What follows belongs to an exercise in optimizing a design on an open flow for small area, a short achievable clock period and few clock cycles per item; a production flow would make more cautious choices.
Function was checked by simulation only, so behaviour that the tests miss may differ from the original.
No activity file was given, so power comes from the tool's default toggle rates.

run A:
Design life_cell_automaton_stencil, start of the top module:
module life_cell_automaton_stencil #(
    parameter int unsigned COLS_LIMIT = 512,
    parameter int unsigned MAX_ROWS   = 512
) (
    input  logic                       i_clk,
    input  logic                       i_rst_n,
    input  logic                       i_cfg_we,
    input  logic [1:0]                 i_cfg_index,
    input  logic [lcas_pkg::CFG_W-1:0] i_cfg_data,
    input  logic                       i_cell_valid,
    output logic                       o_cell_stall,
    input  logic                       i_cell_alive,
    output logic                       o_res_valid,
    input  logic                       i_res_stall,
    output logic                       o_next_alive,
    output logic                       o_tile_last
);
Size: roughly 1,100 flip-flops, ~22 I/O pins, about 36,000 sq um of cells after synthesis.
==> flow/config.mk <==
export PLATFORM = sky130hd
export DESIGN_NAME = life_cell_automaton_stencil
export DESIGN_NICKNAME = life_cell_automaton_stencil
export VERILOG_FILES = /design/flow/design.v
export SDC_FILE = /design/flow/constraint.sdc
export NUM_CORES = 4
export LEC_CHECK = 0
export ABC_CLOCK_PERIOD_IN_PS = 2400
export CAP_MARGIN = 20
export CORE_MARGIN = 2
export CORE_UTILIZATION = 60
export CTS_CLUSTER_DIAMETER = 70
export CTS_CLUSTER_SIZE = 36
export SETUP_SLACK_MARGIN = 4.1
export SLEW_MARGIN = 20
==> flow/constraint.sdc <==
create_clock -name core_clock -period 6.5 [get_ports {i_clk}]
set_input_delay 1.3000 -clock core_clock [delete_from_list [all_inputs] [get_ports {i_clk}]]
set_output_delay 1.3000 -clock core_clock [all_outputs]
set_load 0.01 [all_outputs]
standard.sh (not shown) runs the stock make flow with config.mk's settings and CLKGATE_MAP_FILE= SYNTH_SCRIPT=/design/flow/synth_recipe.tcl, a recipe that flattens the netlist after the stock synthesis.
==> flow/flow/run.sh <==
#!/bin/bash
# The standard layout, with two changes to the resizer's choices: port buffers
# are sky130_fd_sc_hd__buf_4 cells (the default choice may be a delay cell), and
# gate sizing may swap a cell for one of another footprint.
set -euo pipefail
bash standard.sh MATCH_CELL_FOOTPRINT=0 \
    "BUFFER_PORTS_ARGS=-buffer_cell sky130_fd_sc_hd__buf_4" \
    finish > flow_make.log 2>&1
Run A went all the way through synthesis, placement and routing and the layout is clean on timing, DRC and antenna.
Testbench counts of run A, summed over its fixed seeds: cycles 105,305, items 93,099.
Relative to run A, the following input files were edited for run B:
Settings: ABC_AREA newly set to 1; CTS_CLUSTER_SIZE changed from 36 to 30.
Findings:
Run B vs run A — highest clock rate rose 1.5%.
Summary of run B over run A: combinational share of power rose 0.5 points; total power increased by 0.42% relative to the old numbers; relative contribution of the clock network to total power now sits lower; global-route total usage across every layer saw a decrease.
For run A, the cell type of the slowest stage on the worst timing path was dfxtp_4, unlike run B, where it was dfxtp_2.
Setup changes, run B to run C
Settings: ABC_AREA no longer set, was 1; CTS_CLUSTER_SIZE now 24, was 30; CTS_CLUSTER_DIAMETER now 60, was 70.
Results
Run B -> run C: hold slack flat. The higher global routing usage summed across all routing layers of run C and run B is in run C. The critical path endpoint comes out o_tile_last in one run and o_cell_stall in the other, namely in run C and run B respectively. Against run B, die area in run C fell slightly. Global-route wire length before repair delta for run C relative to run B: 1.5% higher. Die extent in y sits lower in run C than in run B. Taking run B as the reference, in run C power attributed to sequential cells moved down, count of clock-buffer cells in the layout went up. Compared with run B, final layout net count in run C decreased by a little under 10%.
Input changes introduced in run D (baseline for comparison: run C):
Settings: ABC_AREA now 1, previously not set; CTS_BUF_LIST now sky130_fd_sc_hd__clkbuf_8 sky130_fd_sc_hd__clkbuf_16, previously not set; CORE_UTILIZATION now 65, was 60; CTS_CLUSTER_SIZE now 28, was 24; CTS_CLUSTER_DIAMETER now 65, was 60.
[summary]
Relative to run C, growth of design area from synthesis to finish has decreased by 1.3 points in run D. Sort run C and run D by final cell count asc -> top: run C. Clock power (run C / run D): 1.08.

========
Setup of run 1:
life_cell_automaton_stencil again, from the RTL that the note above started with.
==> flow/config.mk <==
export PLATFORM = sky130hd
export DESIGN_NAME = life_cell_automaton_stencil
export DESIGN_NICKNAME = life_cell_automaton_stencil
export VERILOG_FILES = /design/flow/design.v
export SDC_FILE = /design/flow/constraint.sdc
export NUM_CORES = 4
export LEC_CHECK = 0
export ABC_AREA = 1
export ABC_CLOCK_PERIOD_IN_PS = 2400
export CAP_MARGIN = 20
export CORE_MARGIN = 2
export CORE_UTILIZATION = 65
export CTS_CLUSTER_DIAMETER = 65
export CTS_CLUSTER_SIZE = 28
export SETUP_SLACK_MARGIN = 4.1
export SLEW_MARGIN = 20
==> flow/constraint.sdc <==
create_clock -name core_clock -period 6.5 [get_ports {i_clk}]
set_input_delay 1.3000 -clock core_clock [delete_from_list [all_inputs] [get_ports {i_clk}]]
set_output_delay 1.3000 -clock core_clock [all_outputs]
set_load 0.01 [all_outputs]
Scripts as last shown in full above: flow/flow/run.sh
Testbench counts of run 1, summed over its fixed seeds: cycles 105,305, items 93,099.
Changes in run 2 relative to run 1:
Settings: CTS_CLUSTER_DIAMETER changed from 65 to 55; CORE_UTILIZATION changed from 65 to 70; CTS_CLUSTER_SIZE changed from 28 to 24.
==> run summary <==
- Run 2 vs run 1, highest-utilization routing layer at the global route stage: met2 vs met1
- Run 2 gives more via count of the first global-routing pass than run 1 did.
- Run 2 vs. run 1: final non-filler cell area now larger; highest clock rate now smaller; multi-input combinational cell count comparable.
- End of the critical path = o_next_alive: run 1; end of the critical path = o_cell_stall: run 2
- Taking run 1 as the reference, in run 2 well-tap cell count dropped 3.4%; portion of total power attributed to the clock network climbed 2.0 points; power climbed 430 uW.
### run 2 -> run 3
Settings: changing CTS_CLUSTER_DIAMETER from 55 to 70; changing CTS_CLUSTER_SIZE from 24 to 30; changing CORE_UTILIZATION from 70 to 60; removing ABC_AREA (formerly 1).
==> flow/run.sh (new file) <==
#!/bin/bash
# synth_recipe.tcl (not shown) runs the flow's synth.tcl, then flattens the netlist and writes it again
# the make line also repeats each setting of config.mk as NAME=value (left out here)
make -C /OpenROAD-flow-scripts/flow DESIGN_CONFIG=/design/flow/config.mk WORK_HOME=/design/flow/orfs CLKGATE_MAP_FILE= SYNTH_SCRIPT=/design/flow/synth_recipe.tcl finish
removed: flow/flow/run.sh
removed: flow/standard.sh
## What came out
- In the reports for run 2 and run 3, the smaller x dimension of the die belongs to run 2.
- Re die area: run 2 was lower than run 3.
- NOTE: clock skew in run 3 falls short of that of run 2
- On clock power, run 2 and run 3 are neck and neck.
- Internal cell power: run 3 vs run 2, no meaningful difference
- Row share of the yosys chip area belonging to registers: run 3 higher / run 2 lower
- Number of I/O pins: run 3 vs run 2, no meaningful difference
- Met1 capacity usage during global routing, run 2 and run 3: larger value in run 2
- Between run 2 and run 3, minimum clock period is higher for run 3, run 2 comes in under that.
- The largest net degree at the start of global routing in run 3 was lower than what run 2 gave.

========
## P
Another version of the RTL of life_cell_automaton_stencil (not shown whole).
Size in the first run: about 1600 cells after synthesis, about 22 I/O pins, about 35000 um2 of cells after synthesis.
Design life_cell_automaton_stencil, start of the top module:
module life_cell_automaton_stencil #(
    parameter int unsigned COLS_LIMIT = 512,
    parameter int unsigned MAX_ROWS   = 512
) (
    input  logic                       i_clk,
    input  logic                       i_rst_n,
    input  logic                       i_cfg_we,
    input  logic [1:0]                 i_cfg_index,
    input  logic [lcas_pkg::CFG_W-1:0] i_cfg_data,
    input  logic                       i_cell_valid,
    output logic                       o_cell_stall,
    input  logic                       i_cell_alive,
    output logic                       o_res_valid,
    input  logic                       i_res_stall,
    output logic                       o_next_alive,
    output logic                       o_tile_last
);
    logic [9:0]                  cfg_eff;
    logic                        wr_cols;
    logic                        wr_rows;
    logic [9:0]                  r_cols;
    logic [9:0]                  r_rows;
    logic                        short_len;
    logic                        long_len;
  ...
Settings: LEC_CHECK=0, ABC_AREA=1, ABC_CLOCK_PERIOD_IN_PS=2400, CAP_MARGIN=20, CORE_MARGIN=2, CORE_UTILIZATION=75, CTS_CLUSTER_DIAMETER=50, CTS_CLUSTER_SIZE=24, SETUP_SLACK_MARGIN=4.1, SLEW_MARGIN=20; clock period 6.5 ns.
==> flow/flow/run.sh <==
#!/bin/bash
# The standard layout, with two changes to the resizer's choices: port buffers
# are sky130_fd_sc_hd__buf_4 cells (the default choice may be a delay cell), and
# gate sizing may swap a cell for one of another footprint.
set -euo pipefail
bash standard.sh MATCH_CELL_FOOTPRINT=0 \
    "BUFFER_PORTS_ARGS=-buffer_cell sky130_fd_sc_hd__buf_4" \
    finish > flow_make.log 2>&1
P terminated abnormally: clock tree synthesis (4_1_cts) reported DPL-0033.
Testbench counts of P, summed over its fixed seeds: cycles 105,305, items 93,099.
What Q does differently from P at the input level:
- swapping 4.1 for 4.2 in SETUP_SLACK_MARGIN
- swapping 2400 for 2300 in ABC_CLOCK_PERIOD_IN_PS
- swapping 24 for 26 in CTS_CLUSTER_SIZE
- swapping 75 for 65 in CORE_UTILIZATION
- swapping 50 for 60 in CTS_CLUSTER_DIAMETER
Notes after the runs:
Q went all the way through synthesis, placement and routing and the layout is clean on timing, DRC and antenna. Of Q and P, the run reporting the lower number of cell rows was P. Taking P as the reference point, the pre-CTS setup slack of Q rises by 0.23 ns. Of Q and P, Q shows the higher post-placement cell count, with P below it.
Input-level comparison between R and Q:
- ABC_CLOCK_PERIOD_IN_PS changed from 2300 to 2400
- SETUP_SLACK_MARGIN changed from 4.2 to 4.1
- CTS_CLUSTER_DIAMETER changed from 60 to 65
- CTS_CLUSTER_SIZE changed from 26 to 28
==> flow/flow/run.sh <==
#!/bin/bash
# The standard layout, with three changes: port buffers are
# sky130_fd_sc_hd__buf_4 cells (the default choice may be a delay cell), gate
# sizing may swap a cell for one of another footprint, and clock tree
# synthesis balances buffer levels.
set -euo pipefail
bash standard.sh MATCH_CELL_FOOTPRINT=0 \
    "BUFFER_PORTS_ARGS=-buffer_cell sky130_fd_sc_hd__buf_4" \
    "CTS_ARGS=-sink_clustering_enable -repair_clock_nets -sink_clustering_size 28 -sink_clustering_max_diameter 65 -balance_levels" \
    finish > flow_make.log 2>&1
--- outcome ---
R: non-clock buffer count lower than Q
Compared with Q, in R overall die width essentially unchanged; fraction of power spent switching nets picked up an extra 0.20 points.
Final worst-path setup slack: R better than Q
| total global routing track utilization | R vs Q | 0.15 points lower |
Changes observed in R relative to Q: wire length lower, leakage power summed over all cells decreased by 0.058 nW relative to the old numbers, post-layout minimum cycle time decreased 0.013 ns.
### R -> S
- a change of SETUP_SLACK_MARGIN from 4.1 to 4.3
==> flow/flow/run.sh <==
#!/bin/bash
# The standard layout, with two changes to the resizer's choices: port buffers
# are sky130_fd_sc_hd__buf_4 cells (the default choice may be a delay cell), and
# gate sizing may swap a cell for one of another footprint.
set -euo pipefail
bash standard.sh MATCH_CELL_FOOTPRINT=0 \
    "BUFFER_PORTS_ARGS=-buffer_cell sky130_fd_sc_hd__buf_4" \
    finish > flow_make.log 2>&1
## What came out
Taking R as the reference, in S core utilization level; via count stayed essentially flat; total power level; area of the core region neither gained nor lost much; buffer share of cell area has increased. S vs. R: combinational-cell power consumption went up by 4.2%. In S relative to R, number of fillers in the final layout had gone down slightly. S — non-clock buffer count 3 higher, R as reference. Diff S..R | maximum achievable frequency | negligible.
What T does differently from S at the input level:
- CAP_MARGIN now 10, was 20
- SLEW_MARGIN now 10, was 20
- SETUP_SLACK_MARGIN now 4.1, was 4.3
==> comparison <==
- Status: power share of the combinational group parity (S, T)
- ~same core occupancy in the finished layout in S and T
- T — layout overhead on the synthesized area 0.23 points lower, S as reference
- Design area across S and T: no real change.
- There was hardly any difference in part of the cycle the worst path needs between S and T.
- Every stage of the flow completed for T, and the final layout passed the timing, design-rule and antenna checks.
- [compare] base=S new=T: layout filler cell count increased about 0.4%, wire length on met3 shows a reduction of 3.0%, aggregate global-route resource usage ~0 delta.

========
Setup of build 69:
Starting RTL as in the previous note.
==> flow/config.mk <==
export PLATFORM = sky130hd
export DESIGN_NAME = life_cell_automaton_stencil
export DESIGN_NICKNAME = life_cell_automaton_stencil
export VERILOG_FILES = /design/flow/design.v
export SDC_FILE = /design/flow/constraint.sdc
export NUM_CORES = 4
export LEC_CHECK = 0
export ABC_AREA = 1
export ABC_CLOCK_PERIOD_IN_PS = 2200
export CAP_MARGIN = 20
export CORE_MARGIN = 2
export CORE_UTILIZATION = 65
export CTS_CLUSTER_DIAMETER = 65
export CTS_CLUSTER_SIZE = 28
export SETUP_SLACK_MARGIN = 4.45
export SLEW_MARGIN = 20
==> flow/constraint.sdc <==
create_clock -name core_clock -period 6.5 [get_ports {i_clk}]
set_input_delay 1.3000 -clock core_clock [delete_from_list [all_inputs] [get_ports {i_clk}]]
set_output_delay 1.3000 -clock core_clock [all_outputs]
set_load 0.01 [all_outputs]
==> flow/flow/run.sh <==
#!/bin/bash
# The standard layout, with two changes to the resizer's choices: port buffers
# are sky130_fd_sc_hd__buf_4 cells (the default choice may be a delay cell), and
# gate sizing may swap a cell for one of another footprint.
set -euo pipefail
bash standard.sh MATCH_CELL_FOOTPRINT=0 \
    "BUFFER_PORTS_ARGS=-buffer_cell sky130_fd_sc_hd__buf_4" \
    finish > flow_make.log 2>&1
Testbench counts of build 69, summed over its fixed seeds: cycles 105,305, items 93,099.
### build 69 -> build 49
# build 69
export LEC_CHECK = 0
export ABC_AREA = 1
export ABC_CLOCK_PERIOD_IN_PS = 2200
export CAP_MARGIN = 20
export CORE_MARGIN = 2
export CORE_UTILIZATION = 65
export CTS_CLUSTER_DIAMETER = 65
export CTS_CLUSTER_SIZE = 28
export SETUP_SLACK_MARGIN = 4.45
export SLEW_MARGIN = 20
create_clock -name core_clock -period 6.5 [get_ports {i_clk}]
# build 49
export LEC_CHECK = 0
export ABC_AREA = 1
export ABC_CLOCK_PERIOD_IN_PS = 2400
export CAP_MARGIN = 20
export CORE_MARGIN = 2
export CORE_UTILIZATION = 80
export CTS_CLUSTER_DIAMETER = 45
export CTS_CLUSTER_SIZE = 22
export SETUP_SLACK_MARGIN = 4.1
export SLEW_MARGIN = 20
create_clock -name core_clock -period 6.5 [get_ports {i_clk}]
--- outcome ---
- Of build 69 and build 49, only build 49 fails to finish with a clean layout.
- Build 49 | ERROR | 3_5_place_dp
- Compared with build 69, global placement routability congestion in build 49 increased by a little under 10%.
- In build 49 relative to build 69, number of core rows had gone down by more than 10%.
- Build 69 -> build 49: area of the mapped netlist delta 0, exact match
Edits applied to the flow inputs when going from build 49 to build 70:
# build 49
export LEC_CHECK = 0
export ABC_AREA = 1
export ABC_CLOCK_PERIOD_IN_PS = 2400
export CAP_MARGIN = 20
export CORE_MARGIN = 2
export CORE_UTILIZATION = 80
export CTS_CLUSTER_DIAMETER = 45
export CTS_CLUSTER_SIZE = 22
export SETUP_SLACK_MARGIN = 4.1
export SLEW_MARGIN = 20
create_clock -name core_clock -period 6.5 [get_ports {i_clk}]
# build 70
export LEC_CHECK = 0
export ABC_AREA = 1
export ABC_CLOCK_PERIOD_IN_PS = 2400
export CAP_MARGIN = 20
export CORE_MARGIN = 2
export CORE_UTILIZATION = 65
export CTS_CLUSTER_DIAMETER = 65
export CTS_CLUSTER_SIZE = 28
export SETUP_SLACK_MARGIN = 4.1
export SLEW_MARGIN = 20
create_clock -name core_clock -period 6.5 [get_ports {i_clk}]
==> comparison <==
Build 70 finished every stage and its layout cleared the timing, design-rule and antenna checks.
Comparing build 70 against build 49, there is no change at all in total of buffers placed on input and output ports.
Comparing build 49 against build 70, there is no change at all in mean instance size in the synthesized netlist.
Between build 70 and build 49, it is build 70 whose number of cell rows is higher, by about 12%.
Comparing build 49 with build 70, the mux contribution to synthesized area came out essentially unchanged.
Sort build 70 and build 49 by vertical die dimension, descending, and build 70 comes first.
The run showing the smaller die outline width is build 49.
Xor/xnor cell area share of the yosys netlist of build 70 is on par with build 49.
Mapped cell area came out exactly the same in build 70 and build 49.

-- what the ideal ports hide --
Ports are ideal in the flow. The routed layouts listed here were re-timed in OpenROAD. Step 1 (the two cells are an assumption about what drives the block):
set clk [get_ports {i_clk}]
set_driving_cell -lib_cell sky130_fd_sc_hd__clkbuf_16 $clk
set_driving_cell -lib_cell sky130_fd_sc_hd__buf_2 [delete_from_list [all_inputs] $clk]
Step 2, shift: input delay + t, output delay - t, t = (earliest + latest rising clock arrival at the registers) / 2. This alone moves slack from input paths to output paths. Slacks: no drivers / after step 1 / after step 2; pairs: no drivers / after step 1.
run	t, ns	setup slack, ns	worst setup path after step 2	worst data-port slew with drivers (ns)	pins driven straight from the clock port
run A	0.672	4.095 / 4.036 / 3.575	input to register	0.03	1
run B	0.665	4.130 / 4.074 / 3.595	input to register	0.03	1
run C	0.680	4.090 / 4.029 / 3.584	input to register	0.03	1
run D	0.667	4.150 / 4.088 / 3.620	input to register	0.03	1
run 1	0.667	4.150 / 4.089 / 3.621	input to register	0.03	1
run 2	0.697	4.129 / 4.069 / 3.551	input to register	0.04	1
run 3	0.669	4.119 / 4.060 / 3.532	input to register	0.05	1
Q	0.672	4.131 / 4.073 / 3.757	input to register	0.04	1
R	0.671	4.144 / 4.087 / 3.707	input to register	0.04	1
S	0.671	4.143 / 4.086 / 3.828	input to register	0.04	1
T	0.671	4.144 / 4.087 / 3.707	input to register	0.04	1
build 69	0.672	4.141 / 4.084 / 3.878	input to register	0.04	1
build 70	0.671	4.144 / 4.087 / 3.707	input to register	0.04	1
After both steps every run listed still meets setup and hold. For run 3, which loses most, drivers alone change the setup slack by -0.059 ns; drivers and shift together by -0.587 ns.
